Context: an optimization exercise on an open-source flow, tuned for small area. The choices shown serve that exercise and are no tape-out recipe.
RTL that was checked went through simulation tests only; none was proved equivalent to the original.
Power is estimated from default activity; no workload was simulated.

## rx_engine_top
module rx_engine_top #(
   parameter int window_cycles = rx_monitor_pkg::window_cycles_default
) (
   input  logic                     clk,
   input  logic                     rst_n,
   input  logic                     cq_valid_i,
   input  pcie_cq_pkg::cq_beat_t    cq_beat_i,
   input  logic                     compl_done_i,
   input  logic                     tp_clear_i,
   input  logic                     tp_sample_en_i,
   output logic                     cq_ready_o,
   output logic                     req_compl_o,
   output pcie_cq_pkg::rd_req_t     rd_req_o,
   output logic                     fifo_we_o,
   output pcie_cq_pkg::fifo_word_t  fifo_word_o,
   output rx_monitor_pkg::tp_hist_t tp_hist_o
);
   logic                 hdr_evt;
   logic                 dat_evt;
   logic [pcie_cq_pkg::cq_data_w-1:0] beat_q;
   logic                 flush_stall;    
   cq_request_decoder u_decoder (
      .clk            (clk),
      .rst_n          (rst_n),
      .cq_valid_i     (cq_valid_i),
      .cq_beat_i      (cq_beat_i),
  ...
Size in the first run: roughly 2000 cells after synthesis, about 810 flip-flops, about 910 I/O pins.
Settings: LEC_CHECK=0, CAP_MARGIN=20, CORE_MARGIN=2, CORE_UTILIZATION=40, SLEW_MARGIN=20, BUFFER_PORTS_ARGS=-buffer_cell sky130_fd_sc_hd__buf_1, CTS_ARGS=-sink_clustering_enable -repair_clock_nets -dont_use_dummy_load -buf_list "sky130_fd_sc_hd__clkbuf_4 sky130_fd_sc_hd__clkbuf_8"; clock period 5.0 ns.
standard.sh (not shown) runs the stock make flow with config.mk's settings and CLKGATE_MAP_FILE= SYNTH_SCRIPT=/design/flow/synth_recipe.tcl, a recipe that flattens the netlist after the stock synthesis.
==> flow/flow/run.sh <==
#!/bin/bash
# Standard ORFS layout with two layout-only changes:
#  - port buffers are sky130_fd_sc_hd__buf_1 instead of the default pick
#  - CTS inserts no dummy balancing loads
# Each tool's output stays in orfs/logs; make's own output goes to make.log.
set -euo pipefail
cat >> config.mk <<'CFG'
export BUFFER_PORTS_ARGS = -buffer_cell sky130_fd_sc_hd__buf_1
export CTS_ARGS = -sink_clustering_enable -repair_clock_nets -dont_use_dummy_load -buf_list "sky130_fd_sc_hd__clkbuf_4 sky130_fd_sc_hd__clkbuf_8"
CFG
bash standard.sh > make.log 2>&1
The starting point finished with timing, DRC and antenna clean.
Edit:
--- a/flow/flow/run.sh
+++ b/flow/flow/run.sh
@@ -8,3 +8,3 @@
 export BUFFER_PORTS_ARGS = -buffer_cell sky130_fd_sc_hd__buf_1
-export CTS_ARGS = -sink_clustering_enable -repair_clock_nets -dont_use_dummy_load -buf_list "sky130_fd_sc_hd__clkbuf_4 sky130_fd_sc_hd__clkbuf_8"
+export CTS_ARGS = -sink_clustering_enable -repair_clock_nets -dont_use_dummy_load -buf_list "sky130_fd_sc_hd__clkbuf_16" -sink_clustering_size 30 -sink_clustering_max_diameter 60
 CFG
--- a/flow/config.mk
+++ b/flow/config.mk
@@ -12,2 +12,2 @@
 export BUFFER_PORTS_ARGS = -buffer_cell sky130_fd_sc_hd__buf_1
-export CTS_ARGS = -sink_clustering_enable -repair_clock_nets -dont_use_dummy_load -buf_list "sky130_fd_sc_hd__clkbuf_4 sky130_fd_sc_hd__clkbuf_8"
+export CTS_ARGS = -sink_clustering_enable -repair_clock_nets -dont_use_dummy_load -buf_list "sky130_fd_sc_hd__clkbuf_16" -sink_clustering_size 30 -sink_clustering_max_diameter 60
Result:
- cell count is lower by 2.4%
- sequential share of layout area came out higher by 1.4 points
- worst setup slack is better by 0.14 ns
- count of clock-buffer cells in the layout drops by 86
- via count goes down by 2.6%
- register-to-register slack hardly moves
Edit:
--- a/flow/flow/run.sh
+++ b/flow/flow/run.sh
@@ -8,3 +8,3 @@
 export BUFFER_PORTS_ARGS = -buffer_cell sky130_fd_sc_hd__buf_1
-export CTS_ARGS = -sink_clustering_enable -repair_clock_nets -dont_use_dummy_load -buf_list "sky130_fd_sc_hd__clkbuf_16" -sink_clustering_size 30 -sink_clustering_max_diameter 60
+export CTS_ARGS = -sink_clustering_enable -repair_clock_nets -dont_use_dummy_load -buf_list "sky130_fd_sc_hd__clkbuf_8" -sink_clustering_size 18 -sink_clustering_max_diameter 50
 CFG
--- a/flow/config.mk
+++ b/flow/config.mk
@@ -12,2 +12,2 @@
 export BUFFER_PORTS_ARGS = -buffer_cell sky130_fd_sc_hd__buf_1
-export CTS_ARGS = -sink_clustering_enable -repair_clock_nets -dont_use_dummy_load -buf_list "sky130_fd_sc_hd__clkbuf_16" -sink_clustering_size 30 -sink_clustering_max_diameter 60
+export CTS_ARGS = -sink_clustering_enable -repair_clock_nets -dont_use_dummy_load -buf_list "sky130_fd_sc_hd__clkbuf_8" -sink_clustering_size 18 -sink_clustering_max_diameter 50
Effect:
- via count climbs by about 1.3%
- critical path depth is unchanged
- hold slack loses 0.021 ns
- die area stays the same
- routed wire length climbs by about 0.9%
- core utilization drops by 0.28 points
Edit:
--- a/flow/flow/run.sh
+++ b/flow/flow/run.sh
@@ -6,5 +6,7 @@
 set -euo pipefail
-cat >> config.mk <<'CFG'
+cat >> config.mk <<CFG
 export BUFFER_PORTS_ARGS = -buffer_cell sky130_fd_sc_hd__buf_1
 export CTS_ARGS = -sink_clustering_enable -repair_clock_nets -dont_use_dummy_load -buf_list "sky130_fd_sc_hd__clkbuf_8" -sink_clustering_size 18 -sink_clustering_max_diameter 50
+export SKIP_REPAIR_TIE_FANOUT = 1
+export FOOTPRINT_TCL = $(pwd)/flow/ties.tcl
 CFG
==> flow/flow/ties.tcl (new file) <==
# Tie cells: one per group of loads instead of one per load.
foreach {cell port} [list {*}$::env(TIELO_CELL_AND_PORT) {*}$::env(TIEHI_CELL_AND_PORT)] {
  set lib_name [get_name [get_property [lindex [get_lib_cell $cell] 0] library]]
  repair_tie_fanout -max_fanout 25 -verbose $lib_name/$cell/$port
}
--- a/flow/config.mk
+++ b/flow/config.mk
@@ -13 +13,3 @@
 export CTS_ARGS = -sink_clustering_enable -repair_clock_nets -dont_use_dummy_load -buf_list "sky130_fd_sc_hd__clkbuf_8" -sink_clustering_size 18 -sink_clustering_max_diameter 50
+export SKIP_REPAIR_TIE_FANOUT = 1
+export FOOTPRINT_TCL = /design/flow/flow/ties.tcl
The changed run finished clean.
Synthesized area is unchanged.
Setup slack does not change.
Sequential power hardly moves.
Maximum frequency stays the same.
Global-route usage is unchanged.
Edit:
==> flow/flow/run.sh (replaced) <==
#!/bin/bash
# Standard ORFS layout with two layout-only changes:
#  - port buffers are sky130_fd_sc_hd__buf_1 instead of the default pick
#  - CTS inserts no dummy balancing loads
# Each tool's output stays in orfs/logs; make's own output goes to make.log.
set -euo pipefail
cat >> config.mk <<'CFG'
export BUFFER_PORTS_ARGS = -buffer_cell sky130_fd_sc_hd__buf_1
export CTS_ARGS = -sink_clustering_enable -repair_clock_nets -dont_use_dummy_load
CFG
bash standard.sh > make.log 2>&1
--- a/flow/config.mk
+++ b/flow/config.mk
@@ -12,4 +12,2 @@
 export BUFFER_PORTS_ARGS = -buffer_cell sky130_fd_sc_hd__buf_1
-export CTS_ARGS = -sink_clustering_enable -repair_clock_nets -dont_use_dummy_load -buf_list "sky130_fd_sc_hd__clkbuf_8" -sink_clustering_size 18 -sink_clustering_max_diameter 50
-export SKIP_REPAIR_TIE_FANOUT = 1
-export FOOTPRINT_TCL = /design/flow/flow/ties.tcl
+export CTS_ARGS = -sink_clustering_enable -repair_clock_nets -dont_use_dummy_load
removed: flow/flow/ties.tcl
Result: Combinational power is about the same; design area came out higher by 3.8%; power came out higher by about 18%; clock power came out higher by 57%; non-clock buffer count does not change; maximum frequency came out higher by 1.2%; clock skew came out lower by 0.058 ns.
No run of this note included a check of the RTL's function; only the layout flow was run.

---

Another version of the RTL of rx_engine_top (not shown whole).
For scale: about 1700 cells after synthesis, ~810 flip-flops, ~25000 sq um of cells after synthesis.
==> flow/config.mk <==
export PLATFORM = sky130hd
export DESIGN_NAME = rx_engine_top
export DESIGN_NICKNAME = rx_engine_top
export VERILOG_FILES = /design/flow/design.v
export SDC_FILE = /design/flow/constraint.sdc
export NUM_CORES = 4
export LEC_CHECK = 0
export CAP_MARGIN = 20
export CORE_AREA = 2.5 2.5 317.5 317.5
export DIE_AREA = 0 0 320 320
export SLEW_MARGIN = 20
export BUFFER_PORTS_ARGS = -buffer_cell sky130_fd_sc_hd__buf_1
export CTS_ARGS = -sink_clustering_enable -repair_clock_nets -dont_use_dummy_load -buf_list "sky130_fd_sc_hd__clkbuf_8" -sink_clustering_size 18 -sink_clustering_max_diameter 50
==> flow/constraint.sdc <==
create_clock -name core_clock -period 5.0 [get_ports {clk}]
set_input_delay 1.0000 -clock core_clock [delete_from_list [all_inputs] [get_ports {clk}]]
set_output_delay 1.0000 -clock core_clock [all_outputs]
set_load 0.01 [all_outputs]
==> flow/flow/run.sh <==
#!/bin/bash
# Standard ORFS layout with two layout-only changes:
#  - port buffers are sky130_fd_sc_hd__buf_1 instead of the default pick
#  - CTS inserts no dummy balancing loads
# Each tool's output stays in orfs/logs; make's own output goes to make.log.
set -euo pipefail
cat >> config.mk <<'CFG'
export BUFFER_PORTS_ARGS = -buffer_cell sky130_fd_sc_hd__buf_1
export CTS_ARGS = -sink_clustering_enable -repair_clock_nets -dont_use_dummy_load -buf_list "sky130_fd_sc_hd__clkbuf_8" -sink_clustering_size 18 -sink_clustering_max_diameter 50
CFG
bash standard.sh > make.log 2>&1
==> next run, changes <==
--- a/flow/flow/run.sh
+++ b/flow/flow/run.sh
@@ -8,4 +8,5 @@
 export BUFFER_PORTS_ARGS = -buffer_cell sky130_fd_sc_hd__buf_1
 export CTS_ARGS = -sink_clustering_enable -repair_clock_nets -dont_use_dummy_load -buf_list "sky130_fd_sc_hd__clkbuf_8" -sink_clustering_size 18 -sink_clustering_max_diameter 50
+export SKIP_REPAIR_TIE_FANOUT = 1
 CFG
 bash standard.sh > make.log 2>&1
Settings changed: CORE_AREA 2.5 2.5 317.5 317.5 to not set, CORE_MARGIN set to 2, CORE_UTILIZATION set to 40, DIE_AREA 0 0 320 320 to not set, SKIP_REPAIR_TIE_FANOUT set to 1.
Result: With this change the flow stopped in I/O pin placement (3_2_place_iop) with PPL-0024; synthesized cell count stays the same; synthesized area does not change.
==> next run, changes <==
--- a/flow/flow/run.sh
+++ b/flow/flow/run.sh
@@ -7,5 +7,5 @@
 cat >> config.mk <<'CFG'
 export BUFFER_PORTS_ARGS = -buffer_cell sky130_fd_sc_hd__buf_1
-export CTS_ARGS = -sink_clustering_enable -repair_clock_nets -dont_use_dummy_load -buf_list "sky130_fd_sc_hd__clkbuf_8" -sink_clustering_size 18 -sink_clustering_max_diameter 50
+export CTS_ARGS = -sink_clustering_enable -repair_clock_nets -dont_use_dummy_load -buf_list "sky130_fd_sc_hd__clkbuf_4" -sink_clustering_size 10 -sink_clustering_max_diameter 40
 export SKIP_REPAIR_TIE_FANOUT = 1
 CFG
Settings changed: CORE_AREA set to 2.5 2.5 317.5 317.5, CORE_MARGIN 2 to not set, CORE_UTILIZATION 40 to not set, CTS_ARGS -sink_clustering_enable -repair_clock_nets -dont_use_dummy_load -buf_list "sky130_fd_sc_hd__clkbuf_8" -sink_clustering_size 18 -sink_clustering_max_diameter 50 to -sink_clustering_enable -repair_clock_nets -dont_use_dummy_load -buf_list "sky130_fd_sc_hd__clkbuf_4" -sink_clustering_size 10 -sink_clustering_max_diameter 40, DIE_AREA set to 0 0 320 320.
Outcome: With this change the flow ran to the end with no violations. Synthesized cell count is unchanged. Synthesized area stays the same.

==> re-timing with driven ports <==
In the flow no input, the clock included, has a driving cell. The finished layouts below were timed again as built, in two steps. Step 1 assumes that a clkbuf_16 drives the clock port and a buf_2 every other input. Step 2 adds t to the input delays and takes it off the output delays; t is the mean of the earliest and latest rising clock arrival at the registers after step 1. Input paths then give back, and output paths get back, about the clock's delay inside the block. Slacks: no drivers / after step 1 / after step 2; pairs: no drivers / after step 1.
run | t, ns | setup slack, ns | worst setup path at the end | clock arrival spread, ns
the first run of note 1 | 0.777 | 1.082 / 1.020 / 1.274 | input to output | 0.086 / 0.087
the second run of note 1 | 0.627 | 1.225 / 1.163 / 1.231 | input to output | 0.097 / 0.096
the third run of note 1 | 0.681 | 1.195 / 1.136 / 1.249 | input to output | 0.124 / 0.124
the fourth run of note 1 | 0.681 | 1.195 / 1.136 / 1.249 | input to output | 0.124 / 0.124
the fifth run of note 1 | 0.651 | 1.241 / 1.181 / 1.273 | input to output | 0.087 / 0.086
the first run of note 2 | 0.717 | 1.172 / 1.110 / 1.215 | input to output | 0.111 / 0.110
the third run of note 2 | 0.953 | 0.931 / 0.876 / 1.085 | input to output | 0.137 / 0.138
After both steps every run listed still meets setup and hold.
